What follows belongs to an exercise in optimizing a design on an open flow for small area; a production flow would make more cautious choices. At most, simulation tests tie the RTL to the original design; equivalence was not proved.

Setup of 02-17:
## mtmp_pow_calc
module mtmp_pow_calc (
  input  logic       clk,
  input  logic       rst_n,
  input  logic       in_vld,
  input  logic [9:0] imoy_i_j,
  input  logic [9:0] imoy_ii_jj,
  input  logic [9:0] divisor,
  input  logic [1:0] pow_sel,
  output logic       out_vld,
  output logic [8:0] mtmp,
  output logic       div0
);
Settings: LEC_CHECK=0, CAP_MARGIN=20, CORE_MARGIN=2, CORE_UTILIZATION=55, SLEW_MARGIN=20; clock period 7.0 ns.
standard.sh (not shown) runs the stock make flow with config.mk's settings and CLKGATE_MAP_FILE= SYNTH_SCRIPT=/design/flow/synth_recipe.tcl, a recipe that flattens the netlist after the stock synthesis.
==> flow/flow/run.sh <==
#!/bin/bash
# The standard layout, with the port buffers made from the smallest plain buffer cell
# instead of the delay buffer buffer_ports picks by default, and a clock tree of clkbuf_8
# cells in clusters of at most 10 flip-flops, without dummy loads. Everything else is unchanged.
set -euo pipefail
bash standard.sh \
  "BUFFER_PORTS_ARGS=-buffer_cell sky130_fd_sc_hd__buf_1" \
  "CTS_ARGS=-sink_clustering_enable -repair_clock_nets -dont_use_dummy_load -buf_list sky130_fd_sc_hd__clkbuf_8 -root_buf sky130_fd_sc_hd__clkbuf_8 -sink_clustering_buffer sky130_fd_sc_hd__clkbuf_8 -sink_clustering_size 10" \
  finish > standard.log 2>&1
02-17: PASS, flow complete, no timing, DRC or antenna violations
Changes in 06-12 relative to 02-17:
--- a/flow/design.v
+++ b/flow/design.v
@@ -241,28 +241,14 @@
     c[8] = cg[17];
     c[9] = cg[13];
     c[10] = cg[18];
     q = cg[11];
     s = p ^ c;
     step_bk = {q, q ? s[9:0] : t[9:0]};
   endfunction
-  function automatic logic [10:0] step_hyb4(input logic [9:0] r, input logic [9:0] ndv);
-    logic [10:0] t, nb, s, c;
-    logic [11:0] d;
-    logic q;
-    t = {r, 1'b0};
-    nb = {1'b1, ndv};
-    c[0] = 1'b1;
-    for (int i = 0; i < 4; i++) begin
-      s[i] = t[i] ^ nb[i] ^ c[i];
-      c[i+1] = (t[i] & nb[i]) | (t[i] & c[i]) | (nb[i] & c[i]);
-    end
-    {q, s[10:4]} = {1'b0, t[10:4]} + {1'b0, nb[10:4]} + {7'd0, c[4]};
-    step_hyb4 = {q, q ? s[9:0] : t[9:0]};
-  endfunction
   logic [10:0] dsub_s0;
   logic [11:0] sub8_s0;
   logic [12:0] ssat_s0;
   logic [9:0] d_s0;
   logic sat_s0;
   logic [9:0] r8_s0;
   logic q8_s0;
@@ -329,15 +315,15 @@
   assign sat_s0 = ~ssat_s0[12] | (divisor == 10'd0);
   assign st7_s0 = step_bk(r8_s0, ~divisor);
   assign q7_s0 = st7_s0[10];
   assign r7_s0 = st7_s0[9:0];
   assign st6_s1 = step_bk(r_q_s1, ndv_q_s1);
   assign q6_s1 = st6_s1[10];
   assign r6_s1 = st6_s1[9:0];
-  assign st5_s1 = step_hyb4(r6_s1, ndv_q_s1);
+  assign st5_s1 = step_bk(r6_s1, ndv_q_s1);
   assign q5_s1 = st5_s1[10];
   assign r5_s1 = st5_s1[9:0];
   assign st4_s1 = step_bk(r5_s1, ndv_q_s1);
   assign q4_s1 = st4_s1[10];
   assign r4_s1 = st4_s1[9:0];
   assign st3_s2 = step_bk(r_q_s2, ndv_q_s2);
   assign q3_s2 = st3_s2[10];
### Flow results
Every stage of the flow completed for 02-17, and the final layout passed the timing, DRC and antenna checks.
06-12 went all the way through synthesis, placement and routing and the layout is clean on timing, DRC and antenna.
06-12 vs. 02-17: number of non-clock inverters held; number of nets in the synthesized netlist higher; total iterations of the first detailed-routing run decreased 2; overall global routing resource usage stayed essentially flat.
Share of final layout cell area taken by non-clock buffers in 06-12 vs 02-17: down 0.60 points
Of 02-17 and 06-12, the lower non-clock buffer count belongs to 06-12.
The standard cells in 06-12 occupy more silicon area than those in 02-17 do.

---

## v6
mtmp_pow_calc, a different RTL version from the one above (not shown whole).
Size: about 1100 cells after synthesis, roughly 0.0099 sq mm of cells after synthesis.
export LEC_CHECK = 0
export CAP_MARGIN = 20
export CORE_MARGIN = 2
export CORE_UTILIZATION = 55
export SLEW_MARGIN = 20
create_clock -name core_clock -period 7.0 [get_ports {clk}]
Scripts as last shown in full above: flow/flow/run.sh
Changes in v7 relative to v6:
--- a/flow/design.v
+++ b/flow/design.v
@@ -320,19 +320,19 @@
   logic [8:0] x_q_s5;
   logic z_q_s5;
   logic p3_q_s5;
   logic [8:0] x3_s5;
   logic [4:0] vld_q;
   assign dsub_s0 = {1'b0, imoy_i_j} - {1'b0, imoy_ii_jj};
   assign sub8_s0 = {2'b0, imoy_i_j} - {2'b0, imoy_ii_jj} - {2'b0, divisor};
-  assign ssat_s0 = {3'b0, imoy_i_j} - {3'b0, imoy_ii_jj} - {2'b0, divisor, 1'b0};
   assign d_s0 = dsub_s0[10] ? 10'd0 : dsub_s0[9:0];
-  assign sat_s0 = ~ssat_s0[12] | (divisor == 10'd0);
   assign q8_s0 = ~sub8_s0[11];
   assign r8_s0 = q8_s0 ? sub8_s0[9:0] : d_s0;
+  assign ssat_s0 = {3'b0, imoy_i_j} - {3'b0, imoy_ii_jj} - {2'b0, divisor, 1'b0};
+  assign sat_s0 = ~ssat_s0[12] | (divisor == 10'd0);
   assign st7_s0 = step_bk(r8_s0, ~divisor);
   assign q7_s0 = st7_s0[10];
   assign r7_s0 = st7_s0[9:0];
   assign st6_s1 = step_bk(r_q_s1, ndv_q_s1);
   assign q6_s1 = st6_s1[10];
   assign r6_s1 = st6_s1[9:0];
   assign st5_s1 = step_bk(r6_s1, ndv_q_s1);
Findings:
- Re maximum root-to-sink buffer count: no difference whatsoever between v6 and v7.
- Per the comparison of v7 with v6, share of layout cells above drive strength 1 did not really move; met1 routed wirelength after detailed routing did not really move; aggregate routed wire length did not really move.
- Delta (v7 minus v6): hold slack neither gained nor lost much; number of buffers added on ports saw little to no change; global-route usage has remained practically unchanged; via density per instance essentially unchanged.
- Between v6 and v7, the difference in worst path arrival time is negligible.
The RTL of v6 was laid out without a check of its function.

-- separate check: timing with driven ports --
The flow's constraints put no driver on any port. The routed layouts listed below were extracted and timed again, unchanged, in two steps. Step 1: set_driving_cell puts a clkbuf_16 on clk and a buf_2 on each other input, an assumption about the parent block. Step 2 adds t to the input delays and takes it off the output delays; t is the mean of the earliest and latest rising clock arrival at the registers after step 1. Input paths then give back, and output paths get back, about the clock's delay inside the block. Three values: no drivers, after step 1, after step 2; two values: the first two.
run	t (ns)	setup slack, ns	hold WS [ns]	worst slew at a driven data input, ns	cell pins on the clock port's net
02-17	0.407	0.358 / 0.358 / 0.163	0.326 / 0.326 / 0.326	0.03	1
06-12	0.411	0.424 / 0.424 / 0.049	0.307 / 0.307 / 0.307	0.03	1
v6	0.400	0.361 / 0.361 / -0.012	0.333 / 0.333 / 0.333	0.04	1
v7	0.400	0.361 / 0.361 / -0.012	0.333 / 0.333 / 0.333	0.04	1
Met with ideal ports but missed after step 2: setup timing in v6 and v7. For 06-12, which loses most, drivers alone change the setup slack by 0.000 ns; drivers and shift together by -0.375 ns.
